From an optimization exercise on the open Yosys and OpenROAD flow, aimed at small area, a short achievable clock period and few clock cycles per item; shortcuts taken in it are not production practice.
Where RTL was checked, it was by simulation tests only, not by an equivalence proof against the original.
No functional check of the RTL was part of run 1.
No activity file was given, so power comes from the tool's default toggle rates.

==> flow/run.sh <==
#!/bin/bash
# The standard layout; the port buffers use the smallest buffer cell
# (every input and output port still gets its own buffer).
set -euo pipefail
bash standard.sh "BUFFER_PORTS_ARGS=-buffer_cell sky130_fd_sc_hd__buf_1" finish > flow_make.log 2>&1
==> standard.sh <==
#!/bin/bash
# synth_recipe.tcl (not shown) runs the flow's synth.tcl, then flattens the netlist and writes it again
# the make line also repeats each setting of config.mk as NAME=value (left out here)
make -C /OpenROAD-flow-scripts/flow DESIGN_CONFIG=/design/flow/config.mk WORK_HOME=/design/flow/orfs CLKGATE_MAP_FILE= SYNTH_SCRIPT=/design/flow/synth_recipe.tcl "${@:-finish}"
==> config.mk <==
export PLATFORM = sky130hd
export DESIGN_NAME = ex_stage
export DESIGN_NICKNAME = ex_stage
export VERILOG_FILES = /design/flow/design.v
export SDC_FILE = /design/flow/constraint.sdc
export NUM_CORES = 4
export LEC_CHECK = 0
export ABC_AREA = 1
export CAP_MARGIN = 20
export CORE_MARGIN = 2
export CORE_UTILIZATION = 40
export CTS_BUF_LIST = sky130_fd_sc_hd__clkbuf_8
export SETUP_SLACK_MARGIN = 5
export SLEW_MARGIN = 20
export SYNTH_HIERARCHICAL = 1
==> constraint.sdc <==
create_clock -name core_clock -period 10.0 [get_ports {clk}]
set_input_delay 2.0000 -clock core_clock [delete_from_list [all_inputs] [get_ports {clk}]]
set_output_delay 2.0000 -clock core_clock [all_outputs]
set_load 0.01 [all_outputs]
==> design.v <==
package ex_pkg;
  localparam logic [3:0] OP_AND = 4'b0000;
  localparam logic [3:0] OP_OR  = 4'b0001;
  localparam logic [3:0] OP_ADD = 4'b0010;
  localparam logic [3:0] OP_XOR = 4'b0011;
  localparam logic [3:0] OP_SLL = 4'b0100;
  localparam logic [3:0] OP_SRL = 4'b0101;
  localparam logic [3:0] OP_SUB = 4'b0110;
  localparam logic [3:0] OP_SLT = 4'b0111;
  localparam logic [3:0] OP_MUL = 4'b1000;
  localparam logic [3:0] OP_NOR = 4'b1100;
  typedef enum logic {
    ST_IDLE = 1'b0,
    ST_MUL  = 1'b1
  } ex_state_e;
  localparam int unsigned DEFAULT_WIDTH = 32;
  localparam int unsigned MUL_SLICES    = DEFAULT_WIDTH / 8;
  function automatic integer mul_slices(input integer width);
    mul_slices = width / 8;
  endfunction
endpackage
import ex_pkg::*;
module ex_stage
#(
  parameter int unsigned WIDTH = 32
) (
  input  logic             clk,
  input  logic             rst,
  input  logic             in_valid,
  output logic             in_ready,
  input  logic [3:0]       operation,
  input  logic [WIDTH-1:0] op_a,
  input  logic [WIDTH-1:0] op_b,
  input  logic [4:0]       shamt,
  input  logic [4:0]       rd,
  input  logic             reg_write,
  input  logic             stall_in,
  input  logic             flush,
  output logic             out_valid,
  output logic [WIDTH-1:0] result,
  output logic             zero,
  output logic [4:0]       out_rd,
  output logic             out_reg_write,
  output logic             busy
);
  logic v0_q, v1_q;
  logic hold1_s, ld1_s, ld0_s;
  assign hold1_s  = v1_q & stall_in;
  assign ld1_s    = ~hold1_s;
  assign ld0_s    = ~(v0_q & hold1_s);
  assign in_ready = ld0_s;
  always_ff @(posedge clk) begin
    if (!rst || flush) begin
      v0_q <= 1'b0;
      v1_q <= 1'b0;
    end else begin
      if (ld0_s) v0_q <= in_valid;
      if (ld1_s) v1_q <= v0_q;
    end
  end
  logic op_mul, op_sll, op_srl, op_shift, op_sub, op_slt, op_useb;
  assign op_mul   = (operation == OP_MUL);
  assign op_sll   = (operation == OP_SLL);
  assign op_srl   = (operation == OP_SRL);
  assign op_shift = op_sll | op_srl;
  assign op_sub   = (operation == OP_SUB);
  assign op_slt   = (operation == OP_SLT);
  assign op_useb  = (operation == OP_ADD) | op_sub | op_slt | (operation == OP_AND) |
                    (operation == OP_OR) | (operation == OP_XOR) | (operation == OP_NOR);
  logic [31:0] b_rev, b_sh, a_in;
  always_comb begin
    for (int i = 0; i < 32; i++) b_rev[i] = op_b[31 - i];
    b_sh = op_sll ? op_b : b_rev;
    if (op_shift)
      a_in = shamt[4] ? {b_sh[15:0], 16'd0} : b_sh;
    else if (op_mul | op_useb)
      a_in = op_a;
    else
      a_in = 32'd0;
  end
  logic [11:0] one_in, two_in, neg_in;
  logic [31:0] braw;
  assign braw = (op_sub | op_slt) ? ~op_b : op_b;
  always_comb begin
    for (int i = 0; i < 12; i++) begin
      logic b2, b1, bm;
      b2 = op_b[2*i+1];
      b1 = op_b[2*i];
      bm = (i == 0) ? 1'b0 : op_b[2*i-1];
      if (op_mul) begin
        one_in[i] = b1 ^ bm;
        two_in[i] = (b2 & ~b1 & ~bm) | (~b2 & b1 & bm);
        neg_in[i] = b2;
      end else if (op_shift) begin
        one_in[i] = (i < 8) && (shamt[3:1] == 3'(i)) && !shamt[0];
        two_in[i] = (i < 8) && (shamt[3:1] == 3'(i)) && shamt[0];
        neg_in[i] = 1'b0;
      end else begin
        one_in[i] = braw[2*i];
        two_in[i] = 1'b0;
        neg_in[i] = braw[2*i+1];
      end
    end
  end
  logic [3:0] wone, wtwo, wneg;
  always_comb begin
    for (int k = 0; k < 4; k++) begin
      logic b2, b1, bm;
      b2 = op_b[2*(12+k)+1];
      b1 = op_b[2*(12+k)];
      bm = op_b[2*(12+k)-1];
      wone[k] = b1 ^ bm;
      wtwo[k] = (b2 & ~b1 & ~bm) | (~b2 & b1 & bm);
      wneg[k] = b2;
    end
  end
  logic [7:0] wpp12;
  logic [5:0] wpp13;
  logic [3:0] wpp14;
  logic       wpp15_0, wpp15_1;
  logic [7:0] a8_sh;
  assign a8_sh   = {op_a[6:0], 1'b0};
  assign wpp12   = ({8{wone[0]}} & op_a[7:0] | {8{wtwo[0]}} & a8_sh[7:0]) ^ {8{wneg[0]}};
  assign wpp13   = ({6{wone[1]}} & op_a[5:0] | {6{wtwo[1]}} & a8_sh[5:0]) ^ {6{wneg[1]}};
  assign wpp14   = ({4{wone[2]}} & op_a[3:0] | {4{wtwo[2]}} & a8_sh[3:0]) ^ {4{wneg[2]}};
  assign wpp15_0 = wone[3] & op_a[0];
  assign wpp15_1 = (wone[3] & (op_a[1] ^ (wneg[3] & op_a[0]))) | (wtwo[3] & op_a[0]);
  logic [7:0] wt_x, wt_y;
  wire whs22, whc22;
  ex_ha u_wha22 (.a(wpp12[4]), .b(wpp13[2]), .s(whs22), .co(whc22));
  wire whs23, whc23;
  ex_ha u_wha23 (.a(wpp12[5]), .b(wpp13[3]), .s(whs23), .co(whc23));
  wire wfs198, wfc198;
  ex_fa u_wfa198 (.a(wpp12[6]), .b(wpp13[4]), .c(wpp14[2]), .s(wfs198), .co(wfc198));
  wire wfs199, wfc199;
  ex_fa u_wfa199 (.a(wpp12[7]), .b(wpp13[5]), .c(wpp14[3]), .s(wfs199), .co(wfc199));
  wire whs24, whc24;
  ex_ha u_wha24 (.a(wpp12[2]), .b(wpp13[0]), .s(whs24), .co(whc24));
  wire whs25, whc25;
  ex_ha u_wha25 (.a(wpp12[3]), .b(wpp13[1]), .s(whs25), .co(whc25));
  wire wfs200, wfc200;
  ex_fa u_wfa200 (.a(whs22), .b(wpp14[0]), .c(wneg[2]), .s(wfs200), .co(wfc200));
  wire wfs201, wfc201;
  ex_fa u_wfa201 (.a(whc22), .b(whs23), .c(wpp14[1]), .s(wfs201), .co(wfc201));
  wire wfs202, wfc202;
  ex_fa u_wfa202 (.a(whc23), .b(wfs198), .c(wpp15_0), .s(wfs202), .co(wfc202));
  wire wfs203, wfc203;
  ex_fa u_wfa203 (.a(wfc198), .b(wfs199), .c(wpp15_1), .s(wfs203), .co(wfc203));
  assign wt_x = {wfc202, wfc201, wfc200, whc25, whc24, whs24, wpp12[1], wpp12[0]};
  assign wt_y = {wfs203, wfs202, wfs201, wfs200, whs25, wneg[1], 1'b0, wneg[0]};
  logic [7:0] w_in;
  assign w_in = op_mul ? (wt_x + wt_y) : (op_useb ? braw[31:24] : 8'd0);
  logic [31:0] a0_q;
  logic [11:0] one0_q, two0_q, neg0_q;
  logic [7:0]  w0_q;
  logic [3:0]  op0_q;
  logic [4:0]  rd0_q;
  logic        rw0_q;
  always_ff @(posedge clk) begin
    if (ld0_s) begin
      a0_q   <= a_in;
      one0_q <= one_in;
      two0_q <= two_in;
      neg0_q <= neg_in;
      w0_q   <= w_in;
      op0_q  <= operation;
      rd0_q  <= rd;
      rw0_q  <= reg_write;
    end
  end
  logic [31:0] b0_raw;
  always_comb begin
    for (int i = 0; i < 12; i++) begin
      b0_raw[2*i]   = one0_q[i];
      b0_raw[2*i+1] = neg0_q[i];
    end
    b0_raw[31:24] = w0_q;
  end
  logic [31:0] a_sh;
  assign a_sh = {a0_q[30:0], 1'b0};
  logic [31:0] pp0;
  logic [29:0] pp1;
  logic [27:0] pp2;
  logic [25:0] pp3;
  logic [23:0] pp4;
  logic [21:0] pp5;
  logic [19:0] pp6;
  logic [17:0] pp7;
  logic [15:0] pp8;
  logic [13:0] pp9;
  logic [11:0] pp10;
  logic [9:0]  pp11;
  logic [11:0] bone, btwo, bneg;
  assign bone = one0_q;
  assign btwo = two0_q;
  assign bneg = neg0_q;
  assign pp0  = ({32{bone[0]}}  & a0_q[31:0]  | {32{btwo[0]}}  & a_sh[31:0])  ^ {32{bneg[0]}};
  assign pp1  = ({30{bone[1]}}  & a0_q[29:0]  | {30{btwo[1]}}  & a_sh[29:0])  ^ {30{bneg[1]}};
  assign pp2  = ({28{bone[2]}}  & a0_q[27:0]  | {28{btwo[2]}}  & a_sh[27:0])  ^ {28{bneg[2]}};
  assign pp3  = ({26{bone[3]}}  & a0_q[25:0]  | {26{btwo[3]}}  & a_sh[25:0])  ^ {26{bneg[3]}};
  assign pp4  = ({24{bone[4]}}  & a0_q[23:0]  | {24{btwo[4]}}  & a_sh[23:0])  ^ {24{bneg[4]}};
  assign pp5  = ({22{bone[5]}}  & a0_q[21:0]  | {22{btwo[5]}}  & a_sh[21:0])  ^ {22{bneg[5]}};
  assign pp6  = ({20{bone[6]}}  & a0_q[19:0]  | {20{btwo[6]}}  & a_sh[19:0])  ^ {20{bneg[6]}};
  assign pp7  = ({18{bone[7]}}  & a0_q[17:0]  | {18{btwo[7]}}  & a_sh[17:0])  ^ {18{bneg[7]}};
  assign pp8  = ({16{bone[8]}}  & a0_q[15:0]  | {16{btwo[8]}}  & a_sh[15:0])  ^ {16{bneg[8]}};
  assign pp9  = ({14{bone[9]}}  & a0_q[13:0]  | {14{btwo[9]}}  & a_sh[13:0])  ^ {14{bneg[9]}};
  assign pp10 = ({12{bone[10]}} & a0_q[11:0]  | {12{btwo[10]}} & a_sh[11:0])  ^ {12{bneg[10]}};
  assign pp11 = ({10{bone[11]}} & a0_q[9:0]   | {10{btwo[11]}} & a_sh[9:0])   ^ {10{bneg[11]}};
  logic [31:0] tree_x, tree_y;
  wire hs0, hc0;
  ex_ha u_ha0 (.a(pp0[16]), .b(pp1[14]), .s(hs0), .co(hc0));
  wire hs1, hc1;
  ex_ha u_ha1 (.a(pp0[17]), .b(pp1[15]), .s(hs1), .co(hc1));
  wire fs0, fc0;
  ex_fa u_fa0 (.a(pp0[18]), .b(pp1[16]), .c(pp2[14]), .s(fs0), .co(fc0));
  wire hs2, hc2;
  ex_ha u_ha2 (.a(pp3[12]), .b(pp4[10]), .s(hs2), .co(hc2));
  wire fs1, fc1;
  ex_fa u_fa1 (.a(pp0[19]), .b(pp1[17]), .c(pp2[15]), .s(fs1), .co(fc1));
  wire hs3, hc3;
  ex_ha u_ha3 (.a(pp3[13]), .b(pp4[11]), .s(hs3), .co(hc3));
  wire fs2, fc2;
  ex_fa u_fa2 (.a(pp0[20]), .b(pp1[18]), .c(pp2[16]), .s(fs2), .co(fc2));
  wire fs3, fc3;
  ex_fa u_fa3 (.a(pp3[14]), .b(pp4[12]), .c(pp5[10]), .s(fs3), .co(fc3));
  wire hs4, hc4;
  ex_ha u_ha4 (.a(pp6[8]), .b(pp7[6]), .s(hs4), .co(hc4));
  wire fs4, fc4;
  ex_fa u_fa4 (.a(pp0[21]), .b(pp1[19]), .c(pp2[17]), .s(fs4), .co(fc4));
  wire fs5, fc5;
  ex_fa u_fa5 (.a(pp3[15]), .b(pp4[13]), .c(pp5[11]), .s(fs5), .co(fc5));
  wire hs5, hc5;
  ex_ha u_ha5 (.a(pp6[9]), .b(pp7[7]), .s(hs5), .co(hc5));
  wire fs6, fc6;
  ex_fa u_fa6 (.a(pp0[22]), .b(pp1[20]), .c(pp2[18]), .s(fs6), .co(fc6));
  wire fs7, fc7;
  ex_fa u_fa7 (.a(pp3[16]), .b(pp4[14]), .c(pp5[12]), .s(fs7), .co(fc7));
  wire fs8, fc8;
  ex_fa u_fa8 (.a(pp6[10]), .b(pp7[8]), .c(pp8[6]), .s(fs8), .co(fc8));
  wire hs6, hc6;
  ex_ha u_ha6 (.a(pp9[4]), .b(pp10[2]), .s(hs6), .co(hc6));
  wire fs9, fc9;
  ex_fa u_fa9 (.a(pp0[23]), .b(pp1[21]), .c(pp2[19]), .s(fs9), .co(fc9));
  wire fs10, fc10;
  ex_fa u_fa10 (.a(pp3[17]), .b(pp4[15]), .c(pp5[13]), .s(fs10), .co(fc10));
  wire fs11, fc11;
  ex_fa u_fa11 (.a(pp6[11]), .b(pp7[9]), .c(pp8[7]), .s(fs11), .co(fc11));
  wire hs7, hc7;
  ex_ha u_ha7 (.a(pp9[5]), .b(pp10[3]), .s(hs7), .co(hc7));
  wire fs12, fc12;
  ex_fa u_fa12 (.a(pp0[24]), .b(pp1[22]), .c(pp2[20]), .s(fs12), .co(fc12));
  wire fs13, fc13;
  ex_fa u_fa13 (.a(pp3[18]), .b(pp4[16]), .c(pp5[14]), .s(fs13), .co(fc13));
  wire fs14, fc14;
  ex_fa u_fa14 (.a(pp6[12]), .b(pp7[10]), .c(pp8[8]), .s(fs14), .co(fc14));
  wire fs15, fc15;
  ex_fa u_fa15 (.a(pp9[6]), .b(pp10[4]), .c(pp11[2]), .s(fs15), .co(fc15));
  wire fs16, fc16;
  ex_fa u_fa16 (.a(pp0[25]), .b(pp1[23]), .c(pp2[21]), .s(fs16), .co(fc16));
  wire fs17, fc17;
  ex_fa u_fa17 (.a(pp3[19]), .b(pp4[17]), .c(pp5[15]), .s(fs17), .co(fc17));
  wire fs18, fc18;
  ex_fa u_fa18 (.a(pp6[13]), .b(pp7[11]), .c(pp8[9]), .s(fs18), .co(fc18));
  wire fs19, fc19;
  ex_fa u_fa19 (.a(pp9[7]), .b(pp10[5]), .c(pp11[3]), .s(fs19), .co(fc19));
  wire fs20, fc20;
  ex_fa u_fa20 (.a(pp0[26]), .b(pp1[24]), .c(pp2[22]), .s(fs20), .co(fc20));
  wire fs21, fc21;
  ex_fa u_fa21 (.a(pp3[20]), .b(pp4[18]), .c(pp5[16]), .s(fs21), .co(fc21));
  wire fs22, fc22;
  ex_fa u_fa22 (.a(pp6[14]), .b(pp7[12]), .c(pp8[10]), .s(fs22), .co(fc22));
  wire fs23, fc23;
  ex_fa u_fa23 (.a(pp9[8]), .b(pp10[6]), .c(pp11[4]), .s(fs23), .co(fc23));
  wire fs24, fc24;
  ex_fa u_fa24 (.a(pp0[27]), .b(pp1[25]), .c(pp2[23]), .s(fs24), .co(fc24));
  wire fs25, fc25;
  ex_fa u_fa25 (.a(pp3[21]), .b(pp4[19]), .c(pp5[17]), .s(fs25), .co(fc25));
  wire fs26, fc26;
  ex_fa u_fa26 (.a(pp6[15]), .b(pp7[13]), .c(pp8[11]), .s(fs26), .co(fc26));
  wire fs27, fc27;
  ex_fa u_fa27 (.a(pp9[9]), .b(pp10[7]), .c(pp11[5]), .s(fs27), .co(fc27));
  wire fs28, fc28;
  ex_fa u_fa28 (.a(pp0[28]), .b(pp1[26]), .c(pp2[24]), .s(fs28), .co(fc28));
  wire fs29, fc29;
  ex_fa u_fa29 (.a(pp3[22]), .b(pp4[20]), .c(pp5[18]), .s(fs29), .co(fc29));
  wire fs30, fc30;
  ex_fa u_fa30 (.a(pp6[16]), .b(pp7[14]), .c(pp8[12]), .s(fs30), .co(fc30));
  wire fs31, fc31;
  ex_fa u_fa31 (.a(pp9[10]), .b(pp10[8]), .c(pp11[6]), .s(fs31), .co(fc31));
  wire fs32, fc32;
  ex_fa u_fa32 (.a(pp0[29]), .b(pp1[27]), .c(pp2[25]), .s(fs32), .co(fc32));
  wire fs33, fc33;
  ex_fa u_fa33 (.a(pp3[23]), .b(pp4[21]), .c(pp5[19]), .s(fs33), .co(fc33));
  wire fs34, fc34;
  ex_fa u_fa34 (.a(pp6[17]), .b(pp7[15]), .c(pp8[13]), .s(fs34), .co(fc34));
  wire fs35, fc35;
  ex_fa u_fa35 (.a(pp9[11]), .b(pp10[9]), .c(pp11[7]), .s(fs35), .co(fc35));
  wire fs36, fc36;
  ex_fa u_fa36 (.a(pp0[30]), .b(pp1[28]), .c(pp2[26]), .s(fs36), .co(fc36));
  wire fs37, fc37;
  ex_fa u_fa37 (.a(pp3[24]), .b(pp4[22]), .c(pp5[20]), .s(fs37), .co(fc37));
  wire fs38, fc38;
  ex_fa u_fa38 (.a(pp6[18]), .b(pp7[16]), .c(pp8[14]), .s(fs38), .co(fc38));
  wire fs39, fc39;
  ex_fa u_fa39 (.a(pp9[12]), .b(pp10[10]), .c(pp11[8]), .s(fs39), .co(fc39));
  wire fs40, fc40;
  ex_fa u_fa40 (.a(pp0[31]), .b(pp1[29]), .c(pp2[27]), .s(fs40), .co(fc40));
  wire fs41, fc41;
  ex_fa u_fa41 (.a(pp3[25]), .b(pp4[23]), .c(pp5[21]), .s(fs41), .co(fc41));
  wire fs42, fc42;
  ex_fa u_fa42 (.a(pp6[19]), .b(pp7[17]), .c(pp8[15]), .s(fs42), .co(fc42));
  wire fs43, fc43;
  ex_fa u_fa43 (.a(pp9[13]), .b(pp10[11]), .c(pp11[9]), .s(fs43), .co(fc43));
  wire hs8, hc8;
  ex_ha u_ha8 (.a(pp0[10]), .b(pp1[8]), .s(hs8), .co(hc8));
  wire hs9, hc9;
  ex_ha u_ha9 (.a(pp0[11]), .b(pp1[9]), .s(hs9), .co(hc9));
  wire fs44, fc44;
  ex_fa u_fa44 (.a(pp0[12]), .b(pp1[10]), .c(pp2[8]), .s(fs44), .co(fc44));
  wire hs10, hc10;
  ex_ha u_ha10 (.a(pp3[6]), .b(pp4[4]), .s(hs10), .co(hc10));
  wire fs45, fc45;
  ex_fa u_fa45 (.a(pp0[13]), .b(pp1[11]), .c(pp2[9]), .s(fs45), .co(fc45));
  wire hs11, hc11;
  ex_ha u_ha11 (.a(pp3[7]), .b(pp4[5]), .s(hs11), .co(hc11));
  wire fs46, fc46;
  ex_fa u_fa46 (.a(pp0[14]), .b(pp1[12]), .c(pp2[10]), .s(fs46), .co(fc46));
  wire fs47, fc47;
  ex_fa u_fa47 (.a(pp3[8]), .b(pp4[6]), .c(pp5[4]), .s(fs47), .co(fc47));
  wire hs12, hc12;
  ex_ha u_ha12 (.a(pp6[2]), .b(pp7[0]), .s(hs12), .co(hc12));
  wire fs48, fc48;
  ex_fa u_fa48 (.a(pp0[15]), .b(pp1[13]), .c(pp2[11]), .s(fs48), .co(fc48));
  wire fs49, fc49;
  ex_fa u_fa49 (.a(pp3[9]), .b(pp4[7]), .c(pp5[5]), .s(fs49), .co(fc49));
  wire hs13, hc13;
  ex_ha u_ha13 (.a(pp6[3]), .b(pp7[1]), .s(hs13), .co(hc13));
  wire fs50, fc50;
  ex_fa u_fa50 (.a(hs0), .b(pp2[12]), .c(pp3[10]), .s(fs50), .co(fc50));
  wire fs51, fc51;
  ex_fa u_fa51 (.a(pp4[8]), .b(pp5[6]), .c(pp6[4]), .s(fs51), .co(fc51));
  wire fs52, fc52;
  ex_fa u_fa52 (.a(pp7[2]), .b(pp8[0]), .c(bneg[8]), .s(fs52), .co(fc52));
  wire fs53, fc53;
  ex_fa u_fa53 (.a(hc0), .b(hs1), .c(pp2[13]), .s(fs53), .co(fc53));
  wire fs54, fc54;
  ex_fa u_fa54 (.a(pp3[11]), .b(pp4[9]), .c(pp5[7]), .s(fs54), .co(fc54));
  wire fs55, fc55;
  ex_fa u_fa55 (.a(pp6[5]), .b(pp7[3]), .c(pp8[1]), .s(fs55), .co(fc55));
  wire fs56, fc56;
  ex_fa u_fa56 (.a(hc1), .b(fs0), .c(hs2), .s(fs56), .co(fc56));
  wire fs57, fc57;
  ex_fa u_fa57 (.a(pp5[8]), .b(pp6[6]), .c(pp7[4]), .s(fs57), .co(fc57));
  wire fs58, fc58;
  ex_fa u_fa58 (.a(pp8[2]), .b(pp9[0]), .c(bneg[9]), .s(fs58), .co(fc58));
  wire fs59, fc59;
  ex_fa u_fa59 (.a(fc0), .b(hc2), .c(fs1), .s(fs59), .co(fc59));
  wire fs60, fc60;
  ex_fa u_fa60 (.a(hs3), .b(pp5[9]), .c(pp6[7]), .s(fs60), .co(fc60));
  wire fs61, fc61;
  ex_fa u_fa61 (.a(pp7[5]), .b(pp8[3]), .c(pp9[1]), .s(fs61), .co(fc61));
  wire fs62, fc62;
  ex_fa u_fa62 (.a(fc1), .b(hc3), .c(fs2), .s(fs62), .co(fc62));
  wire fs63, fc63;
  ex_fa u_fa63 (.a(fs3), .b(hs4), .c(pp8[4]), .s(fs63), .co(fc63));
  wire fs64, fc64;
  ex_fa u_fa64 (.a(pp9[2]), .b(pp10[0]), .c(bneg[10]), .s(fs64), .co(fc64));
  wire fs65, fc65;
  ex_fa u_fa65 (.a(fc2), .b(fc3), .c(hc4), .s(fs65), .co(fc65));
  wire fs66, fc66;
  ex_fa u_fa66 (.a(fs4), .b(fs5), .c(hs5), .s(fs66), .co(fc66));
  wire fs67, fc67;
  ex_fa u_fa67 (.a(pp8[5]), .b(pp9[3]), .c(pp10[1]), .s(fs67), .co(fc67));
  wire fs68, fc68;
  ex_fa u_fa68 (.a(fc4), .b(fc5), .c(hc5), .s(fs68), .co(fc68));
  wire fs69, fc69;
  ex_fa u_fa69 (.a(fs6), .b(fs7), .c(fs8), .s(fs69), .co(fc69));
  wire fs70, fc70;
  ex_fa u_fa70 (.a(hs6), .b(pp11[0]), .c(bneg[11]), .s(fs70), .co(fc70));
  wire fs71, fc71;
  ex_fa u_fa71 (.a(fc6), .b(fc7), .c(fc8), .s(fs71), .co(fc71));
  wire fs72, fc72;
  ex_fa u_fa72 (.a(hc6), .b(fs9), .c(fs10), .s(fs72), .co(fc72));
  wire fs73, fc73;
  ex_fa u_fa73 (.a(fs11), .b(hs7), .c(pp11[1]), .s(fs73), .co(fc73));
  wire fs74, fc74;
  ex_fa u_fa74 (.a(fc9), .b(fc10), .c(fc11), .s(fs74), .co(fc74));
  wire fs75, fc75;
  ex_fa u_fa75 (.a(hc7), .b(fs12), .c(fs13), .s(fs75), .co(fc75));
  wire fs76, fc76;
  ex_fa u_fa76 (.a(fs14), .b(fs15), .c(w0_q[0]), .s(fs76), .co(fc76));
  wire fs77, fc77;
  ex_fa u_fa77 (.a(fc12), .b(fc13), .c(fc14), .s(fs77), .co(fc77));
  wire fs78, fc78;
  ex_fa u_fa78 (.a(fc15), .b(fs16), .c(fs17), .s(fs78), .co(fc78));
  wire fs79, fc79;
  ex_fa u_fa79 (.a(fs18), .b(fs19), .c(w0_q[1]), .s(fs79), .co(fc79));
  wire fs80, fc80;
  ex_fa u_fa80 (.a(fc16), .b(fc17), .c(fc18), .s(fs80), .co(fc80));
  wire fs81, fc81;
  ex_fa u_fa81 (.a(fc19), .b(fs20), .c(fs21), .s(fs81), .co(fc81));
  wire fs82, fc82;
  ex_fa u_fa82 (.a(fs22), .b(fs23), .c(w0_q[2]), .s(fs82), .co(fc82));
  wire fs83, fc83;
  ex_fa u_fa83 (.a(fc20), .b(fc21), .c(fc22), .s(fs83), .co(fc83));
  wire fs84, fc84;
  ex_fa u_fa84 (.a(fc23), .b(fs24), .c(fs25), .s(fs84), .co(fc84));
  wire fs85, fc85;
  ex_fa u_fa85 (.a(fs26), .b(fs27), .c(w0_q[3]), .s(fs85), .co(fc85));
  wire fs86, fc86;
  ex_fa u_fa86 (.a(fc24), .b(fc25), .c(fc26), .s(fs86), .co(fc86));
  wire fs87, fc87;
  ex_fa u_fa87 (.a(fc27), .b(fs28), .c(fs29), .s(fs87), .co(fc87));
  wire fs88, fc88;
  ex_fa u_fa88 (.a(fs30), .b(fs31), .c(w0_q[4]), .s(fs88), .co(fc88));
  wire fs89, fc89;
  ex_fa u_fa89 (.a(fc28), .b(fc29), .c(fc30), .s(fs89), .co(fc89));
  wire fs90, fc90;
  ex_fa u_fa90 (.a(fc31), .b(fs32), .c(fs33), .s(fs90), .co(fc90));
  wire fs91, fc91;
  ex_fa u_fa91 (.a(fs34), .b(fs35), .c(w0_q[5]), .s(fs91), .co(fc91));
  wire fs92, fc92;
  ex_fa u_fa92 (.a(fc32), .b(fc33), .c(fc34), .s(fs92), .co(fc92));
  wire fs93, fc93;
  ex_fa u_fa93 (.a(fc35), .b(fs36), .c(fs37), .s(fs93), .co(fc93));
  wire fs94, fc94;
  ex_fa u_fa94 (.a(fs38), .b(fs39), .c(w0_q[6]), .s(fs94), .co(fc94));
  wire fs95, fc95;
  ex_fa u_fa95 (.a(fc36), .b(fc37), .c(fc38), .s(fs95), .co(fc95));
  wire fs96, fc96;
  ex_fa u_fa96 (.a(fc39), .b(fs40), .c(fs41), .s(fs96), .co(fc96));
  wire fs97, fc97;
  ex_fa u_fa97 (.a(fs42), .b(fs43), .c(w0_q[7]), .s(fs97), .co(fc97));
  wire hs14, hc14;
  ex_ha u_ha14 (.a(pp0[6]), .b(pp1[4]), .s(hs14), .co(hc14));
  wire hs15, hc15;
  ex_ha u_ha15 (.a(pp0[7]), .b(pp1[5]), .s(hs15), .co(hc15));
  wire fs98, fc98;
  ex_fa u_fa98 (.a(pp0[8]), .b(pp1[6]), .c(pp2[4]), .s(fs98), .co(fc98));
  wire hs16, hc16;
  ex_ha u_ha16 (.a(pp3[2]), .b(pp4[0]), .s(hs16), .co(hc16));
  wire fs99, fc99;
  ex_fa u_fa99 (.a(pp0[9]), .b(pp1[7]), .c(pp2[5]), .s(fs99), .co(fc99));
  wire hs17, hc17;
  ex_ha u_ha17 (.a(pp3[3]), .b(pp4[1]), .s(hs17), .co(hc17));
  wire fs100, fc100;
  ex_fa u_fa100 (.a(hs8), .b(pp2[6]), .c(pp3[4]), .s(fs100), .co(fc100));
  wire fs101, fc101;
  ex_fa u_fa101 (.a(pp4[2]), .b(pp5[0]), .c(bneg[5]), .s(fs101), .co(fc101));
  wire fs102, fc102;
  ex_fa u_fa102 (.a(hc8), .b(hs9), .c(pp2[7]), .s(fs102), .co(fc102));
  wire fs103, fc103;
  ex_fa u_fa103 (.a(pp3[5]), .b(pp4[3]), .c(pp5[1]), .s(fs103), .co(fc103));
  wire fs104, fc104;
  ex_fa u_fa104 (.a(hc9), .b(fs44), .c(hs10), .s(fs104), .co(fc104));
  wire fs105, fc105;
  ex_fa u_fa105 (.a(pp5[2]), .b(pp6[0]), .c(bneg[6]), .s(fs105), .co(fc105));
  wire fs106, fc106;
  ex_fa u_fa106 (.a(fc44), .b(hc10), .c(fs45), .s(fs106), .co(fc106));
  wire fs107, fc107;
  ex_fa u_fa107 (.a(hs11), .b(pp5[3]), .c(pp6[1]), .s(fs107), .co(fc107));
  wire fs108, fc108;
  ex_fa u_fa108 (.a(fc45), .b(hc11), .c(fs46), .s(fs108), .co(fc108));
  wire fs109, fc109;
  ex_fa u_fa109 (.a(fs47), .b(hs12), .c(bneg[7]), .s(fs109), .co(fc109));
  wire fs110, fc110;
  ex_fa u_fa110 (.a(fc46), .b(fc47), .c(hc12), .s(fs110), .co(fc110));
  wire fs111, fc111;
  ex_fa u_fa111 (.a(fs48), .b(fs49), .c(hs13), .s(fs111), .co(fc111));
  wire fs112, fc112;
  ex_fa u_fa112 (.a(fc48), .b(fc49), .c(hc13), .s(fs112), .co(fc112));
  wire fs113, fc113;
  ex_fa u_fa113 (.a(fs50), .b(fs51), .c(fs52), .s(fs113), .co(fc113));
  wire fs114, fc114;
  ex_fa u_fa114 (.a(fc50), .b(fc51), .c(fc52), .s(fs114), .co(fc114));
  wire fs115, fc115;
  ex_fa u_fa115 (.a(fs53), .b(fs54), .c(fs55), .s(fs115), .co(fc115));
  wire fs116, fc116;
  ex_fa u_fa116 (.a(fc53), .b(fc54), .c(fc55), .s(fs116), .co(fc116));
  wire fs117, fc117;
  ex_fa u_fa117 (.a(fs56), .b(fs57), .c(fs58), .s(fs117), .co(fc117));
  wire fs118, fc118;
  ex_fa u_fa118 (.a(fc56), .b(fc57), .c(fc58), .s(fs118), .co(fc118));
  wire fs119, fc119;
  ex_fa u_fa119 (.a(fs59), .b(fs60), .c(fs61), .s(fs119), .co(fc119));
  wire fs120, fc120;
  ex_fa u_fa120 (.a(fc59), .b(fc60), .c(fc61), .s(fs120), .co(fc120));
  wire fs121, fc121;
  ex_fa u_fa121 (.a(fs62), .b(fs63), .c(fs64), .s(fs121), .co(fc121));
  wire fs122, fc122;
  ex_fa u_fa122 (.a(fc62), .b(fc63), .c(fc64), .s(fs122), .co(fc122));
  wire fs123, fc123;
  ex_fa u_fa123 (.a(fs65), .b(fs66), .c(fs67), .s(fs123), .co(fc123));
  wire fs124, fc124;
  ex_fa u_fa124 (.a(fc65), .b(fc66), .c(fc67), .s(fs124), .co(fc124));
  wire fs125, fc125;
  ex_fa u_fa125 (.a(fs68), .b(fs69), .c(fs70), .s(fs125), .co(fc125));
  wire fs126, fc126;
  ex_fa u_fa126 (.a(fc68), .b(fc69), .c(fc70), .s(fs126), .co(fc126));
  wire fs127, fc127;
  ex_fa u_fa127 (.a(fs71), .b(fs72), .c(fs73), .s(fs127), .co(fc127));
  wire fs128, fc128;
  ex_fa u_fa128 (.a(fc71), .b(fc72), .c(fc73), .s(fs128), .co(fc128));
  wire fs129, fc129;
  ex_fa u_fa129 (.a(fs74), .b(fs75), .c(fs76), .s(fs129), .co(fc129));
  wire fs130, fc130;
  ex_fa u_fa130 (.a(fc74), .b(fc75), .c(fc76), .s(fs130), .co(fc130));
  wire fs131, fc131;
  ex_fa u_fa131 (.a(fs77), .b(fs78), .c(fs79), .s(fs131), .co(fc131));
  wire fs132, fc132;
  ex_fa u_fa132 (.a(fc77), .b(fc78), .c(fc79), .s(fs132), .co(fc132));
  wire fs133, fc133;
  ex_fa u_fa133 (.a(fs80), .b(fs81), .c(fs82), .s(fs133), .co(fc133));
  wire fs134, fc134;
  ex_fa u_fa134 (.a(fc80), .b(fc81), .c(fc82), .s(fs134), .co(fc134));
  wire fs135, fc135;
  ex_fa u_fa135 (.a(fs83), .b(fs84), .c(fs85), .s(fs135), .co(fc135));
  wire fs136, fc136;
  ex_fa u_fa136 (.a(fc83), .b(fc84), .c(fc85), .s(fs136), .co(fc136));
  wire fs137, fc137;
  ex_fa u_fa137 (.a(fs86), .b(fs87), .c(fs88), .s(fs137), .co(fc137));
  wire fs138, fc138;
  ex_fa u_fa138 (.a(fc86), .b(fc87), .c(fc88), .s(fs138), .co(fc138));
  wire fs139, fc139;
  ex_fa u_fa139 (.a(fs89), .b(fs90), .c(fs91), .s(fs139), .co(fc139));
  wire fs140, fc140;
  ex_fa u_fa140 (.a(fc89), .b(fc90), .c(fc91), .s(fs140), .co(fc140));
  wire fs141, fc141;
  ex_fa u_fa141 (.a(fs92), .b(fs93), .c(fs94), .s(fs141), .co(fc141));
  wire fs142, fc142;
  ex_fa u_fa142 (.a(fc92), .b(fc93), .c(fc94), .s(fs142), .co(fc142));
  wire fs143, fc143;
  ex_fa u_fa143 (.a(fs95), .b(fs96), .c(fs97), .s(fs143), .co(fc143));
  wire hs18, hc18;
  ex_ha u_ha18 (.a(pp0[4]), .b(pp1[2]), .s(hs18), .co(hc18));
  wire hs19, hc19;
  ex_ha u_ha19 (.a(pp0[5]), .b(pp1[3]), .s(hs19), .co(hc19));
  wire fs144, fc144;
  ex_fa u_fa144 (.a(hs14), .b(pp2[2]), .c(pp3[0]), .s(fs144), .co(fc144));
  wire fs145, fc145;
  ex_fa u_fa145 (.a(hc14), .b(hs15), .c(pp2[3]), .s(fs145), .co(fc145));
  wire fs146, fc146;
  ex_fa u_fa146 (.a(hc15), .b(fs98), .c(hs16), .s(fs146), .co(fc146));
  wire fs147, fc147;
  ex_fa u_fa147 (.a(fc98), .b(hc16), .c(fs99), .s(fs147), .co(fc147));
  wire fs148, fc148;
  ex_fa u_fa148 (.a(fc99), .b(hc17), .c(fs100), .s(fs148), .co(fc148));
  wire fs149, fc149;
  ex_fa u_fa149 (.a(fc100), .b(fc101), .c(fs102), .s(fs149), .co(fc149));
  wire fs150, fc150;
  ex_fa u_fa150 (.a(fc102), .b(fc103), .c(fs104), .s(fs150), .co(fc150));
  wire fs151, fc151;
  ex_fa u_fa151 (.a(fc104), .b(fc105), .c(fs106), .s(fs151), .co(fc151));
  wire fs152, fc152;
  ex_fa u_fa152 (.a(fc106), .b(fc107), .c(fs108), .s(fs152), .co(fc152));
  wire fs153, fc153;
  ex_fa u_fa153 (.a(fc108), .b(fc109), .c(fs110), .s(fs153), .co(fc153));
  wire fs154, fc154;
  ex_fa u_fa154 (.a(fc110), .b(fc111), .c(fs112), .s(fs154), .co(fc154));
  wire fs155, fc155;
  ex_fa u_fa155 (.a(fc112), .b(fc113), .c(fs114), .s(fs155), .co(fc155));
  wire fs156, fc156;
  ex_fa u_fa156 (.a(fc114), .b(fc115), .c(fs116), .s(fs156), .co(fc156));
  wire fs157, fc157;
  ex_fa u_fa157 (.a(fc116), .b(fc117), .c(fs118), .s(fs157), .co(fc157));
  wire fs158, fc158;
  ex_fa u_fa158 (.a(fc118), .b(fc119), .c(fs120), .s(fs158), .co(fc158));
  wire fs159, fc159;
  ex_fa u_fa159 (.a(fc120), .b(fc121), .c(fs122), .s(fs159), .co(fc159));
  wire fs160, fc160;
  ex_fa u_fa160 (.a(fc122), .b(fc123), .c(fs124), .s(fs160), .co(fc160));
  wire fs161, fc161;
  ex_fa u_fa161 (.a(fc124), .b(fc125), .c(fs126), .s(fs161), .co(fc161));
  wire fs162, fc162;
  ex_fa u_fa162 (.a(fc126), .b(fc127), .c(fs128), .s(fs162), .co(fc162));
  wire fs163, fc163;
  ex_fa u_fa163 (.a(fc128), .b(fc129), .c(fs130), .s(fs163), .co(fc163));
  wire fs164, fc164;
  ex_fa u_fa164 (.a(fc130), .b(fc131), .c(fs132), .s(fs164), .co(fc164));
  wire fs165, fc165;
  ex_fa u_fa165 (.a(fc132), .b(fc133), .c(fs134), .s(fs165), .co(fc165));
  wire fs166, fc166;
  ex_fa u_fa166 (.a(fc134), .b(fc135), .c(fs136), .s(fs166), .co(fc166));
  wire fs167, fc167;
  ex_fa u_fa167 (.a(fc136), .b(fc137), .c(fs138), .s(fs167), .co(fc167));
  wire fs168, fc168;
  ex_fa u_fa168 (.a(fc138), .b(fc139), .c(fs140), .s(fs168), .co(fc168));
  wire fs169, fc169;
  ex_fa u_fa169 (.a(fc140), .b(fc141), .c(fs142), .s(fs169), .co(fc169));
  wire hs20, hc20;
  ex_ha u_ha20 (.a(pp0[2]), .b(pp1[0]), .s(hs20), .co(hc20));
  wire hs21, hc21;
  ex_ha u_ha21 (.a(pp0[3]), .b(pp1[1]), .s(hs21), .co(hc21));
  wire fs170, fc170;
  ex_fa u_fa170 (.a(hs18), .b(pp2[0]), .c(bneg[2]), .s(fs170), .co(fc170));
  wire fs171, fc171;
  ex_fa u_fa171 (.a(hc18), .b(hs19), .c(pp2[1]), .s(fs171), .co(fc171));
  wire fs172, fc172;
  ex_fa u_fa172 (.a(hc19), .b(fs144), .c(bneg[3]), .s(fs172), .co(fc172));
  wire fs173, fc173;
  ex_fa u_fa173 (.a(fc144), .b(fs145), .c(pp3[1]), .s(fs173), .co(fc173));
  wire fs174, fc174;
  ex_fa u_fa174 (.a(fc145), .b(fs146), .c(bneg[4]), .s(fs174), .co(fc174));
  wire fs175, fc175;
  ex_fa u_fa175 (.a(fc146), .b(fs147), .c(hs17), .s(fs175), .co(fc175));
  wire fs176, fc176;
  ex_fa u_fa176 (.a(fc147), .b(fs148), .c(fs101), .s(fs176), .co(fc176));
  wire fs177, fc177;
  ex_fa u_fa177 (.a(fc148), .b(fs149), .c(fs103), .s(fs177), .co(fc177));
  wire fs178, fc178;
  ex_fa u_fa178 (.a(fc149), .b(fs150), .c(fs105), .s(fs178), .co(fc178));
  wire fs179, fc179;
  ex_fa u_fa179 (.a(fc150), .b(fs151), .c(fs107), .s(fs179), .co(fc179));
  wire fs180, fc180;
  ex_fa u_fa180 (.a(fc151), .b(fs152), .c(fs109), .s(fs180), .co(fc180));
  wire fs181, fc181;
  ex_fa u_fa181 (.a(fc152), .b(fs153), .c(fs111), .s(fs181), .co(fc181));
  wire fs182, fc182;
  ex_fa u_fa182 (.a(fc153), .b(fs154), .c(fs113), .s(fs182), .co(fc182));
  wire fs183, fc183;
  ex_fa u_fa183 (.a(fc154), .b(fs155), .c(fs115), .s(fs183), .co(fc183));
  wire fs184, fc184;
  ex_fa u_fa184 (.a(fc155), .b(fs156), .c(fs117), .s(fs184), .co(fc184));
  wire fs185, fc185;
  ex_fa u_fa185 (.a(fc156), .b(fs157), .c(fs119), .s(fs185), .co(fc185));
  wire fs186, fc186;
  ex_fa u_fa186 (.a(fc157), .b(fs158), .c(fs121), .s(fs186), .co(fc186));
  wire fs187, fc187;
  ex_fa u_fa187 (.a(fc158), .b(fs159), .c(fs123), .s(fs187), .co(fc187));
  wire fs188, fc188;
  ex_fa u_fa188 (.a(fc159), .b(fs160), .c(fs125), .s(fs188), .co(fc188));
  wire fs189, fc189;
  ex_fa u_fa189 (.a(fc160), .b(fs161), .c(fs127), .s(fs189), .co(fc189));
  wire fs190, fc190;
  ex_fa u_fa190 (.a(fc161), .b(fs162), .c(fs129), .s(fs190), .co(fc190));
  wire fs191, fc191;
  ex_fa u_fa191 (.a(fc162), .b(fs163), .c(fs131), .s(fs191), .co(fc191));
  wire fs192, fc192;
  ex_fa u_fa192 (.a(fc163), .b(fs164), .c(fs133), .s(fs192), .co(fc192));
  wire fs193, fc193;
  ex_fa u_fa193 (.a(fc164), .b(fs165), .c(fs135), .s(fs193), .co(fc193));
  wire fs194, fc194;
  ex_fa u_fa194 (.a(fc165), .b(fs166), .c(fs137), .s(fs194), .co(fc194));
  wire fs195, fc195;
  ex_fa u_fa195 (.a(fc166), .b(fs167), .c(fs139), .s(fs195), .co(fc195));
  wire fs196, fc196;
  ex_fa u_fa196 (.a(fc167), .b(fs168), .c(fs141), .s(fs196), .co(fc196));
  wire fs197, fc197;
  ex_fa u_fa197 (.a(fc168), .b(fs169), .c(fs143), .s(fs197), .co(fc197));
  assign tree_x = {fc196, fc195, fc194, fc193, fc192, fc191, fc190, fc189, fc188, fc187, fc186, fc185, fc184, fc183, fc182, fc181, fc180, fc179, fc178, fc177, fc176, fc175, fc174, fc173, fc172, fc171, fc170, hc21, hc20, hs20, pp0[1], pp0[0]};
  assign tree_y = {fs197, fs196, fs195, fs194, fs193, fs192, fs191, fs190, fs189, fs188, fs187, fs186, fs185, fs184, fs183, fs182, fs181, fs180, fs179, fs178, fs177, fs176, fs175, fs174, fs173, fs172, fs171, fs170, hs21, bneg[1], 1'b0, 1'b0};
  logic [31:0] hp, hg, hp_rev;
  assign hp = tree_x ^ tree_y;
  assign hg = tree_x & tree_y;
  always_comb begin
    for (int i = 0; i < 32; i++) hp_rev[i] = hp[31 - i];
  end
  logic [31:0] ap, ag;
  assign ap = a0_q ^ b0_raw;
  assign ag = a0_q & b0_raw;
  logic [31:0] sg [0:5];
  logic [31:0] sp [0:5];
  logic        lt;
  always_comb begin
    sg[0] = {1'b0, ag[30:1], ag[0] | ap[0]};
    sp[0] = {1'b1, ap[30:1], 1'b0};
    for (int l = 0; l < 5; l++) begin
      sg[l+1] = 32'd0;
      sp[l+1] = 32'd0;
      for (int j = 0; j < (16 >> l); j++) begin
        sg[l+1][j] = sg[l][2*j+1] | (sp[l][2*j+1] & sg[l][2*j]);
        sp[l+1][j] = sp[l][2*j+1] & sp[l][2*j];
      end
    end
    lt = ap[31] ? ~sg[5][0] : a0_q[31];
  end
  logic [31:0] p1_q, g1_q;
  logic s_tree, s_srl, s_ap, s_addsub, s_ag, s_or, s_nor, s_slt, s_hold;
  assign s_hold   = ~ld1_s;
  assign s_tree   = ld1_s & ((op0_q == OP_MUL) | (op0_q == OP_SLL));
  assign s_srl    = ld1_s & (op0_q == OP_SRL);
  assign s_addsub = ld1_s & ((op0_q == OP_ADD) | (op0_q == OP_SUB));
  assign s_ap     = s_addsub | (ld1_s & (op0_q == OP_XOR));
  assign s_ag     = ld1_s & (op0_q == OP_AND);
  assign s_or     = ld1_s & (op0_q == OP_OR);
  assign s_nor    = ld1_s & (op0_q == OP_NOR);
  assign s_slt    = ld1_s & (op0_q == OP_SLT);
  logic [31:0] p_nx, g_nx;
  logic        c_d;
  assign p_nx = ({32{s_tree}} & hp) | ({32{s_srl}} & hp_rev) | ({32{s_ap}} & ap) |
                ({32{s_ag}} & ag) | ({32{s_or}} & (ap | ag)) | ({32{s_nor}} & ~(ap | ag)) |
                {31'd0, s_slt & lt} | ({32{s_hold}} & p1_q);
  assign g_nx = ({32{s_tree}} & hg) | ({32{s_addsub}} & ag) | ({32{s_hold}} & g1_q);
  assign c_d  = ((op0_q == OP_MUL) & bneg[0]) | (op0_q == OP_SUB);
  logic        c1_q;
  logic [4:0]  rd1_q;
  logic        rw1_q;
  always_ff @(posedge clk) begin
    p1_q <= p_nx;
    g1_q <= g_nx;
  end
  always_ff @(posedge clk) begin
    if (ld1_s) begin
      c1_q  <= c_d;
      rd1_q <= rd0_q;
      rw1_q <= rw0_q;
    end
  end
  logic [31:0] hg0, hpp0, hgk [0:4], hpk [0:4];
  logic [31:0] gall, cy;
  always_comb begin
    hg0  = g1_q;
    hpp0 = p1_q;
    hg0[0] = g1_q[0] | (p1_q[0] & c1_q);
    hgk[0] = hg0;
    hpk[0] = hpp0;
    for (int i = 1; i < 32; i += 2) begin
      hgk[0][i] = hg0[i] | (hpp0[i] & hg0[i-1]);
      hpk[0][i] = hpp0[i] & hpp0[i-1];
    end
    for (int l = 1; l < 5; l++) begin
      hgk[l] = hgk[l-1];
      hpk[l] = hpk[l-1];
      for (int i = 1; i < 32; i += 2) begin
        if (i - (1 << l) >= 0) begin
          hgk[l][i] = hgk[l-1][i] | (hpk[l-1][i] & hgk[l-1][i - (1 << l)]);
          hpk[l][i] = hpk[l-1][i] & hpk[l-1][i - (1 << l)];
        end
      end
    end
    gall = hgk[4];
    for (int i = 2; i < 32; i += 2)
      gall[i] = hg0[i] | (hpp0[i] & hgk[4][i-1]);
    cy = {gall[30:0], c1_q};
  end
  logic [31:0] zterm;
  assign zterm = p1_q ^ {p1_q[30:0] | g1_q[30:0], c1_q};
  assign result        = p1_q ^ cy;
  assign zero          = ~|zterm;
  assign out_valid     = v1_q;
  assign out_rd        = rd1_q;
  assign out_reg_write = rw1_q;
  assign busy          = v0_q;
endmodule
module ex_fa (
  input  logic a,
  input  logic b,
  input  logic c,
  output logic s,
  output logic co
);
  assign s  = a ^ b ^ c;
  assign co = (a & b) | (a & c) | (b & c);
endmodule
module ex_ha (
  input  logic a,
  input  logic b,
  output logic s,
  output logic co
);
  assign s  = a ^ b;
  assign co = a & b;
endmodule
==> results of run 1 <==
cells in the final DEF (no fill, tap or decap), types with 28 or more instances in the layout:
| cell type | Yosys | routed |
|---|---|---|
| nor2_1 | 114 | 106 |
| fa_1 | 204 | 204 |
| dfxtp_1 | 65 | 65 |
| buf_1 | 46 | 112 |
| a21oi_1 | 89 | 85 |
| inv_1 | 226 | 209 |
| xor2_1 | 298 | 298 |
| ha_1 | 143 | 135 |
| o22ai_1 | 289 | 289 |
| edfxtp_1 | 93 | 93 |
| a22oi_1 | 28 | 28 |
| nand2_1 | 330 | 322 |
| o211ai_1 | 33 | 33 |
| o21ai_0 | 83 | 80 |
| buf_4 | 1 | 55 |
sequential cells by signal, summed over array words and instances, names as in the netlist:
signal	count
rd0_q	5
w0_q	8
g1_q	31
v0_q	1
a0_q	32
one0_q	12
rw1_q	1
op0_q	4
two0_q	12
neg0_q	12
p1_q	32
rd1_q	5
c1_q	1
v1_q	1
rw0_q	1
power groups by stage:
stage                     registers (uW)  logic [uW]  clock network, uW
final                                981        5410                510
after CTS                            973        5270                520
after global placement               981        5180                  0
after floorplan                      906        3220                  0
after detailed placement             984        5210                  0
after global routing                 997        5880                543
synthesized netlist by cell type, drive strengths merged, types with 6 or more instances:
library cell | count | area share, %
xor2 | 298 | 13
a21oi | 89 | 2.2
ha | 143 | 8.8
nor4 | 11 | 0.34
inv | 239 | 4.4
o21ai | 92 | 2.3
nand2 | 331 | 6.1
a32o | 7 | 0.34
nor2 | 120 | 2.5
o211ai | 33 | 1.2
a211oi | 6 | 0.22
a22oi | 28 | 1.0
or2 | 10 | 0.31
nand4 | 15 | 0.46
o311ai | 17 | 0.73
o22ai | 289 | 8.9
fa | 204 | 20
nor3 | 24 | 0.67
nand3 | 22 | 0.54
edfxtp | 93 | 14
buf | 80 | 1.8
nor3b | 6 | 0.22
clkbuf | 73 | 1.3
o2111ai | 27 | 1.2
clkinv | 12 | 0.22
dfxtp | 65 | 6.4
a32oi | 6 | 0.26
o221ai | 9 | 0.39
kinds of logic after synthesis:
logic type | count (synthesis)
compound gates | 620
xor+xnor | 299
fa+ha+maj | 347
buf+inv | 404
flops | 158
simple gates | 542
through the flow:
| step | setup WS, ps | power [uW] | cells |
|---|---|---|---|
| floorplan | 5040 | 4120 | 2370 |
| global placement | 4240 | 6160 | 3047 |
| detailed placement | 4240 | 6190 | 3047 |
| CTS | 4940 | 6770 | 3086 |
| global route | 4850 | 7420 | 3116 |
| finish | 5010 | 6900 | 3116 |
critical path, stage by stage (launching register included):
cell	delay, ps
edfxtp_1	530
clkinvlp_4	510
o22ai_1	340
xor2_1	200
fa_1	460
fa_1	490
fa_1	430
fa_1	550
fa_1	420
ha_1	290
inv_1	180
o22ai_1	110
a221oi_1	230
nand4_1	120
area by class of cell:
type	instances	area (sq um)	area share, %
Clock buffer	17	234	1.05
Clock inverter	15	179	0.800
Inverter	251	1000	4.49
Multi-Input combinational cell	1811	14900	66.8
Sequential cell	158	4090	18.3
Tap cell	672	841	3.76
Timing Repair Buffer	187	1050	4.68
Timing Repair inverter	5	35.0	0.157
metal layers:
| layer | routed length (um) | share of wire, % |
|---|---|---|
| met1 | 31100 | 40 |
| met2 | 35000 | 44 |
| met3 | 8130 | 10 |
| met4 | 4400 | 5.6 |
| met5 | 87 | 0.11 |
per-module statistics from Yosys, one instance, submodules excluded:
| module | area, sq um | cells inside | flip-flops and latches | copies in the design |
|---|---|---|---|---|
| ex_stage | 16000 | 2140 | 158 | 1 |
| ex_fa | 20.0 | 1 | 0 | 204 |
| ex_ha | 12.5 | 1 | 0 | 26 |
repair_timing:
item,4_1_cts,5_1_grt
resized for setup,44,46
buffers inserted,2,25
pin swaps,12,16
cloned,5,5
endpoints found under the setup margin,30,27
final timing paths:
kind	startpoint	to	slack, ps	depth (start not counted)
min reg2reg	rd0_q[3]$_DFFE_PN_	rd1_q[3]$_DFFE_PN_	420	0
max	two0_q[5]$_DFFE_PN_	p1_q[9]$_DFF_P_	5010	13
max reg2reg	two0_q[5]$_DFFE_PN_	p1_q[9]$_DFF_P_	5010	13
min	rd0_q[3]$_DFFE_PN_	rd1_q[3]$_DFFE_PN_	420	0
==> impl_summary.log, run 1 <==
INFO  metric global_route_wire_length_before_repair = 118000 um
INFO  metric switchingPower = 3810 uW
INFO  metric synth_warnings = 11
INFO  metric synth_compound_gate_area_share = 19.3%
INFO  metric cts.root.buffer_cell = clkbuf_8
INFO  metric area.growth.synth_to_final = 9.67%
INFO  metric worst_case_clock_skew = 20.5 ps
INFO  metric initial_utilization = 40.6%
INFO  metric critical_path_peak_fanout = 20
INFO  metric combinational_family_with_the_most_area_after_synthesis = adder cells
INFO  metric finalWeightedCongestion = 0.991
INFO  metric syn_nets = 2801
INFO  metric worstSetupPathType = flip-flop to flip-flop
INFO  metric min_path_type = flip-flop to flip-flop
INFO  metric vdd.ir_drop.worst = 0.000300 V
INFO  metric met3_usage = 6.41%
INFO  metric min_period = 4990 ps
INFO  metric hold_viol_final = 0
INFO  metric grt_overflow_total = 0
INFO  metric async_reset_ff_share = 0%
INFO  metric clock_sinks = 158
INFO  metric routed_wirelength = 78800 um
INFO  metric cp_data_required_time = 10350 ps
INFO  metric share_of_synthesized_cell_area_in_and_or_nand_and_nor_gates = 11.2%
INFO  metric final_min_period_over_clock_period = 49.9%
INFO  metric design_area = 22400 sq um
INFO  metric detail_route.drc_violations = 0
INFO  metric cts-hold-fix-buffers = 0
INFO  metric sw_frac_of_total = 55.2%
INFO  metric track_usage = 29.5%
INFO  metric netlist_instances = 2370
INFO  metric synth-adder-area-share = 28.8%
INFO  metric postPlaceCellArea = 21300 sq um
INFO  metric drive_gt1_share = 8.27%
INFO  metric combinationalPowerShare = 78.4%
INFO  metric insertedDiodeCount = 0
INFO  metric grt.met2_usage = 46.5%
INFO  metric route.detailed.vias_per_inst = 6.13
INFO  metric cellLeakagePower = 0.00942 uW
INFO  metric detailroute.via_count = 19100
INFO  metric internal_power = 3090 uW
INFO  metric cts_buffers = 17
INFO  metric cts-htree-levels = 4
INFO  metric synth-seq-area-share = 20.1%
INFO  metric power.clock.fraction = 7.4%
INFO  metric dieArea = 52800 sq um
INFO  metric worstMarginPinSlew = 1090 ps
INFO  metric status = timing/DRC/antenna clean
INFO  metric postRouteAntennaNets = 0
INFO  metric cp_data_arrival_time = 5350 ps
INFO  metric latest_clock_arrival_within_the_worst_skew_pair = 490 ps
INFO  metric yosys.area_share.xor_xnor = 12.8%
INFO  metric synthFlopType = edfxtp_1
INFO  metric critPathCaptureType = flip-flop
INFO  metric relSlewSlack = 27.1%
INFO  metric clock_tree.buffer_depth = 2
INFO  metric grt_busiest_layer = met2
INFO  metric syn_area = 20400 sq um
INFO  metric grt_setup_unrepaired = yes
INFO  metric count_of_fill_cells_added_during_filler_insertion = 4978
INFO  metric postLayoutCoreUtil = 44.5%
INFO  metric die_width = 230 um
INFO  metric tns = 0 ps
INFO  metric timing.hold.ws = 421 ps
INFO  metric number_of_antenna_violations_at_the_first_check_in_global_routing = 2
INFO  metric global_route_track_usage_on_met1 = 37.9%
INFO  metric dpl.hpwl = 57200 um
INFO  metric io_pins = 126
INFO  metric floorplan.core_area = 50300 sq um
INFO  metric synth-edff-count = 93
INFO  metric drt_iter0_markers = 2558
INFO  metric start_kind = flip-flop
INFO  metric worst_setup_hold_path_clk_slew = 100 ps
INFO  metric io_buffers = 125
INFO  metric maximum_number_of_pins_on_one_net_before_global_route_repair = 45
INFO  metric maxSlewViolCount = 0
INFO  metric post_synth_mux_area_share = 0%
INFO  metric max_cap_viol_count = 0
INFO  metric synth_cell_type_count = 53
INFO  metric fmax = 0.200 GHz
INFO  metric wire_per_inst = 25.3 um
INFO  metric first_global_vias = 19100
INFO  metric synth_register_bits = 158
INFO  metric power-per-cell-area = 309 nW/um^2
INFO  metric dr.pass1.iters = 6
INFO  metric tritoncts_clock_tree = yes
INFO  metric finalSetupViolCount = 0
INFO  metric power.share.sequential = 14.2%
INFO  metric placement_rows = 82
INFO  metric finish.net_count = 2862
INFO  metric postSynthAreaPerCell = 8.61 sq um
INFO  metric die_h = 230 um
==> inputs of run 2 (changes only) <==
--- a/design.v
+++ b/design.v
@@ -69,14 +69,18 @@
                     (operation == OP_OR) | (operation == OP_XOR) | (operation == OP_NOR);
-  logic [31:0] b_rev, b_sh, a_in;
+  logic [31:0] a0_q;
+  logic [11:0] one0_q, two0_q, neg0_q;
+  logic        l_shift, l_other, l_mul, l_raw, l_hold;
+  assign l_hold  = ~ld0_s;
+  assign l_shift = ld0_s & op_shift;
+  assign l_other = ld0_s & ~op_shift;
+  assign l_mul   = ld0_s & op_mul;
+  assign l_raw   = ld0_s & ~op_mul & ~op_shift;
+  logic [31:0] b_rev, b_sh, b_pre, a_nx;
   always_comb begin
     for (int i = 0; i < 32; i++) b_rev[i] = op_b[31 - i];
-    b_sh = op_sll ? op_b : b_rev;
-    if (op_shift)
-      a_in = shamt[4] ? {b_sh[15:0], 16'd0} : b_sh;
-    else if (op_mul | op_useb)
-      a_in = op_a;
-    else
-      a_in = 32'd0;
+    b_sh  = op_sll ? op_b : b_rev;
+    b_pre = shamt[4] ? {b_sh[15:0], 16'd0} : b_sh;
   end
-  logic [11:0] one_in, two_in, neg_in;
+  assign a_nx = ({32{l_shift}} & b_pre) | ({32{l_other}} & op_a) | ({32{l_hold}} & a0_q);
+  logic [11:0] one_nx, two_nx, neg_nx;
   logic [31:0] braw;
@@ -85,19 +89,12 @@
     for (int i = 0; i < 12; i++) begin
-      logic b2, b1, bm;
-      b2 = op_b[2*i+1];
-      b1 = op_b[2*i];
-      bm = (i == 0) ? 1'b0 : op_b[2*i-1];
-      if (op_mul) begin
-        one_in[i] = b1 ^ bm;
-        two_in[i] = (b2 & ~b1 & ~bm) | (~b2 & b1 & bm);
-        neg_in[i] = b2;
-      end else if (op_shift) begin
-        one_in[i] = (i < 8) && (shamt[3:1] == 3'(i)) && !shamt[0];
-        two_in[i] = (i < 8) && (shamt[3:1] == 3'(i)) && shamt[0];
-        neg_in[i] = 1'b0;
-      end else begin
-        one_in[i] = braw[2*i];
-        two_in[i] = 1'b0;
-        neg_in[i] = braw[2*i+1];
-      end
+      logic b2, b1, bm, sel;
+      b2  = op_b[2*i+1];
+      b1  = op_b[2*i];
+      bm  = (i == 0) ? 1'b0 : op_b[2*i-1];
+      sel = (i < 8) && (shamt[3:1] == 3'(i));
+      one_nx[i] = (l_mul & (b1 ^ bm)) | (l_shift & sel & ~shamt[0]) |
+                  (l_raw & braw[2*i]) | (l_hold & one0_q[i]);
+      two_nx[i] = (l_mul & ((b2 & ~b1 & ~bm) | (~b2 & b1 & bm))) |
+                  (l_shift & sel & shamt[0]) | (l_hold & two0_q[i]);
+      neg_nx[i] = (l_mul & b2) | (l_raw & braw[2*i+1]) | (l_hold & neg0_q[i]);
     end
@@ -152,4 +149,2 @@
   assign w_in = op_mul ? (wt_x + wt_y) : (op_useb ? braw[31:24] : 8'd0);
-  logic [31:0] a0_q;
-  logic [11:0] one0_q, two0_q, neg0_q;
   logic [7:0]  w0_q;
@@ -159,7 +154,9 @@
   always_ff @(posedge clk) begin
+    a0_q   <= a_nx;
+    one0_q <= one_nx;
+    two0_q <= two_nx;
+    neg0_q <= neg_nx;
+  end
+  always_ff @(posedge clk) begin
     if (ld0_s) begin
-      a0_q   <= a_in;
-      one0_q <= one_in;
-      two0_q <= two_in;
-      neg0_q <= neg_in;
       w0_q   <= w_in;
--- a/config.mk
+++ b/config.mk
@@ -12,2 +12,3 @@
 export CTS_BUF_LIST = sky130_fd_sc_hd__clkbuf_8
+export GPL_TIMING_DRIVEN = 0
 export SETUP_SLACK_MARGIN = 5
==> impl_summary.log, run 2 <==
INFO  metric status = timing/DRC/antenna clean (unchanged)
INFO  metric track_usage = 39.3% (was 29.5%)
INFO  metric critical_path_peak_fanout = 10 (was 20)
INFO  metric grt_busiest_layer = met2 (unchanged)
INFO  metric detail_route.drc_violations = 0 (unchanged)
INFO  metric netlist_instances = 2490 (was 2370)
INFO  metric route.detailed.vias_per_inst = 6.14 (was 6.13)
INFO  metric detailroute.via_count = 20500 (was 19100)
INFO  metric cts-htree-levels = 4 (unchanged)
INFO  metric syn_area = 20300 sq um (was 20400 sq um)
INFO  metric postRouteAntennaNets = 0 (unchanged)
INFO  metric latest_clock_arrival_within_the_worst_skew_pair = 510 ps (was 490 ps)
INFO  metric global_route_wire_length_before_repair = 148000 um (was 118000 um)
INFO  metric worst_case_clock_skew = 21.3 ps (was 20.5 ps)
INFO  metric global_route_track_usage_on_met1 = 54.0% (was 37.9%)
INFO  metric layout_commonest_cell = nand2_1 (unchanged)
INFO  metric r2r_startpoint = a0_q[3]$_DFF_P_ (was two0_q[5]$_DFFE_PN_)
INFO  metric dr.pass1.iters = 6 (unchanged)
INFO  metric synth-seq-area-share = 16.8% (was 20.1%)
INFO  metric power.clock.fraction = 5.5% (was 7.4%)
INFO  metric grt.met2_usage = 57.9% (was 46.5%)
INFO  metric post_synth_most_frequent_cells = nand2_1 (392), xor2_1 (299), o22ai_1 (283), inv_1 (214), fa_1 (204) (was nand2_1 (330), xor2_1 (298), o22ai_1 (289), inv_1 (226), fa_1 (204))
INFO  metric met3_usage = 9.00% (was 6.41%)
INFO  metric worstMarginPinSlew = 955 ps (was 1090 ps)
INFO  metric io_buffers = 123 (was 125)
INFO  metric top_regs = a0_q: 32 flops, p1_q: 32 flops, g1_q: 31 flops (unchanged)
INFO  metric combinationalPowerShare = 84.5% (was 78.4%)
INFO  metric min_period = 4990 ps (about the same)
INFO  metric tritoncts_clock_tree = yes (unchanged)
INFO  metric synth_top_cells_by_area = fa_1 (20%), dfxtp_1 (13%), xor2_1 (13%) (was fa_1 (20%), edfxtp_1 (14%), xor2_1 (13%))
INFO  metric drt_iter0_markers = 2573 (was 2558)
INFO  metric grt_setup_unrepaired = yes (unchanged)
INFO  metric initial_utilization = 40.5% (was 40.6%)
INFO  metric final_cell_mix = nand2_1 (386), xor2_1 (297), o22ai_1 (282), inv_1 (208), fa_1 (197) (was nand2_1 (322), xor2_1 (298), o22ai_1 (289), inv_1 (209), fa_1 (204))
INFO  metric synth_warnings = 11 (unchanged)
INFO  metric synth-edff-count = 25 (was 93)
INFO  metric postSynthAreaPerCell = 8.17 sq um (was 8.61 sq um)
INFO  metric clock_tree.buffer_depth = 2 (unchanged)
INFO  metric cellLeakagePower = 0.00984 uW (was 0.00942 uW)
INFO  metric cts_buffers = 17 (unchanged)
INFO  metric wire_per_inst = 31.3 um (was 25.3 um)
INFO  metric vdd.ir_drop.worst = 0.00106 V (was 0.000300 V)
INFO  metric cp_data_arrival_time = 5360 ps (was 5350 ps)
INFO  metric power-per-cell-area = 414 nW/um^2 (was 309 nW/um^2)
INFO  metric start_kind = flip-flop (unchanged)
INFO  metric grt_overflow_total = 0 (unchanged)
INFO  metric syn_nets = 2921 (was 2801)
INFO  metric maxSlewViolCount = 0 (unchanged)
INFO  metric first_global_vias = 20200 (was 19100)
INFO  metric synth_register_bits = 158 (unchanged)
INFO  metric worst_setup_hold_path_clk_slew = 90 ps (was 100 ps)
INFO  metric timing.hold.ws = 425 ps (was 421 ps)
INFO  metric synthDominantAreaCellType = fa_1 (unchanged)
INFO  metric dpl.hpwl = 83700 um (was 57200 um)
INFO  metric hold_viol_final = 0 (unchanged)
INFO  metric maximum_number_of_pins_on_one_net_before_global_route_repair = 17 (was 45)
INFO  metric cts-hold-fix-buffers = 0 (unchanged)
INFO  metric cts.root.buffer_cell = clkbuf_8 (unchanged)
INFO  metric worstReg2RegEnd = p1_q[4]$_DFF_P_ (was p1_q[9]$_DFF_P_)
INFO  metric worstSetupPathType = flip-flop to flip-flop (unchanged)
INFO  metric synthFlopType = dfxtp_1 (was edfxtp_1)
INFO  metric hold_end = rd1_q[0]$_DFFE_PN_ (was rd1_q[3]$_DFFE_PN_)
INFO  metric placement_rows = 82 (unchanged)
INFO  metric yosys.cell_count.top_type = nand2_1 (unchanged)
INFO  metric synth.top_cell.area_share = 20.1% (was 20.0%)
INFO  metric die_h = 229 um (was 230 um)
INFO  metric dieArea = 52700 sq um (was 52800 sq um)
INFO  metric power.share.sequential = 10.1% (was 14.2%)
INFO  metric critPathCaptureType = flip-flop (unchanged)
INFO  metric fmax = 0.200 GHz (about the same)
INFO  metric min-delay-start = rd0_q[0]$_DFFE_PN_ (was rd0_q[3]$_DFFE_PN_)
run 2: cell count changes after synthesis, sizes merged, moves of 15 or more:
cell,change
nand2,+66
o311ai,-16
clkbuf,+15
nand3,+38
edfxtp,-68
dfxtp,+68
run 2: stage by stage:
step	setup slack, ps	total power (uW)	area, sq um	instances	util, %
detailed placement	4270	8180	21600	3285	43.1
global placement	4230	8190	21600	3285	43.1
floorplan	5120	4590	20300	2490	-
finish	5010	9370	22600	3340	45.1
CTS	5010	9060	22400	3330	44.7
global route	4960	9850	22600	3338	45.1
run 2: cell type report:
class                      count  area, sq um  area share (%)
sequential                   158         3430            15.1
inverter                     250          986            4.36
tap                          672          841            3.72
clock buffer                  19          262            1.16
timing repair buffer         144          641            2.83
clock inverter                13          129           0.570
multi-input combinational   1914        15400            68.0
antenna                        2         5.00          0.0221
buffer                       168          950            4.20
run 2: power groups by stage:
stage	sequential (uW)	clock (uW)	combinational [uW]
after floorplan	867	0	3720
after global placement	938	0	7250
after detailed placement	943	0	7240
after CTS	930	511	7620
after global routing	952	531	8370
final	943	511	7920
run 2: worst max-delay path by stage:
stage	start	endpoint	slack, ps	cells past startpoint
after global placement	two0_q[1]$_DFF_P_	p1_q[0]$_DFF_P_	4230	15
after CTS	two0_q[2]$_DFF_P_	p1_q[4]$_DFF_P_	5010	14
final	a0_q[3]$_DFF_P_	p1_q[4]$_DFF_P_	5010	14
after floorplan	op_b[27]	w0_q[7]$_DFFE_PN_	5120	15
after detailed placement	a0_q[15]$_DFF_P_	p1_q[0]$_DFF_P_	4270	14
after global routing	c1_q$_DFFE_PN_	result[21]	4960	17
run 2: repair_timing:
item                       4_1_cts  5_1_grt
buffers inserted                12        8
cloned                           1        0
setup endpoints to repair       54       33
pin swaps                       10       13
hold endpoints to repair         0        0
resized for setup              132      123
run 2: cell families after synthesis:
group / count (synthesis) / synth area share, %
AOI/OAI and AO/OA: 615 / 19.3
xor gates and xnor gates: 304 / 13.1
adders and majority gates: 347 / 28.9
buffers and inverters: 418 / 8.27
DFF: 158 / 16.8
and+or+nand+nor: 648 / 13.7
run 2: metal layers:
layer | wire length [um] | share of wire [%]
met5 | 0 | 0
met4 | 5870 | 5.6
met3 | 10700 | 10
met2 | 44100 | 42
met1 | 44100 | 42
run 2: worst max-delay path, stage by stage (launching register included):
cell and delay [ps]:
dfxtp_1 450, inv_2 150, clkbuf_2 350, o22ai_1 280, xor2_1 220, fa_1 490
fa_1 490, fa_1 400, fa_1 510, fa_2 660, ha_1 260, inv_1 130
nor2_1 80, a211oi_1 250, nand4_1 130
run 2: Yosys stat by module, one instance, submodules excluded:
module,copies in the design,cells inside
ex_fa,204,1
ex_ha,26,1
ex_stage,1,2260
Testbench counts of run 2, summed over its fixed seeds: cycles 13,329, items 12,000.

-- re-timing with driven ports --
The flow's constraints put no driver on any port. The routed layouts listed below were extracted and timed again, unchanged, in two steps. Step 1: set_driving_cell puts a clkbuf_16 on clk and a buf_2 on each other input, an assumption about the parent block. Step 2 also shifts input and output timing later by t, the mid clock arrival at the registers, as if the neighbouring blocks saw the same clock. Three values: ideal, step 1, step 2; two values: the first two.
| run | t (ns) | setup WS [ns] |
|---|---|---|
| run 1 | 0.530 | 5.006 / 5.006 / 4.733 |
| run 2 | 0.553 | 5.011 / 5.011 / 4.646 |
After both steps every run listed still meets setup and hold.
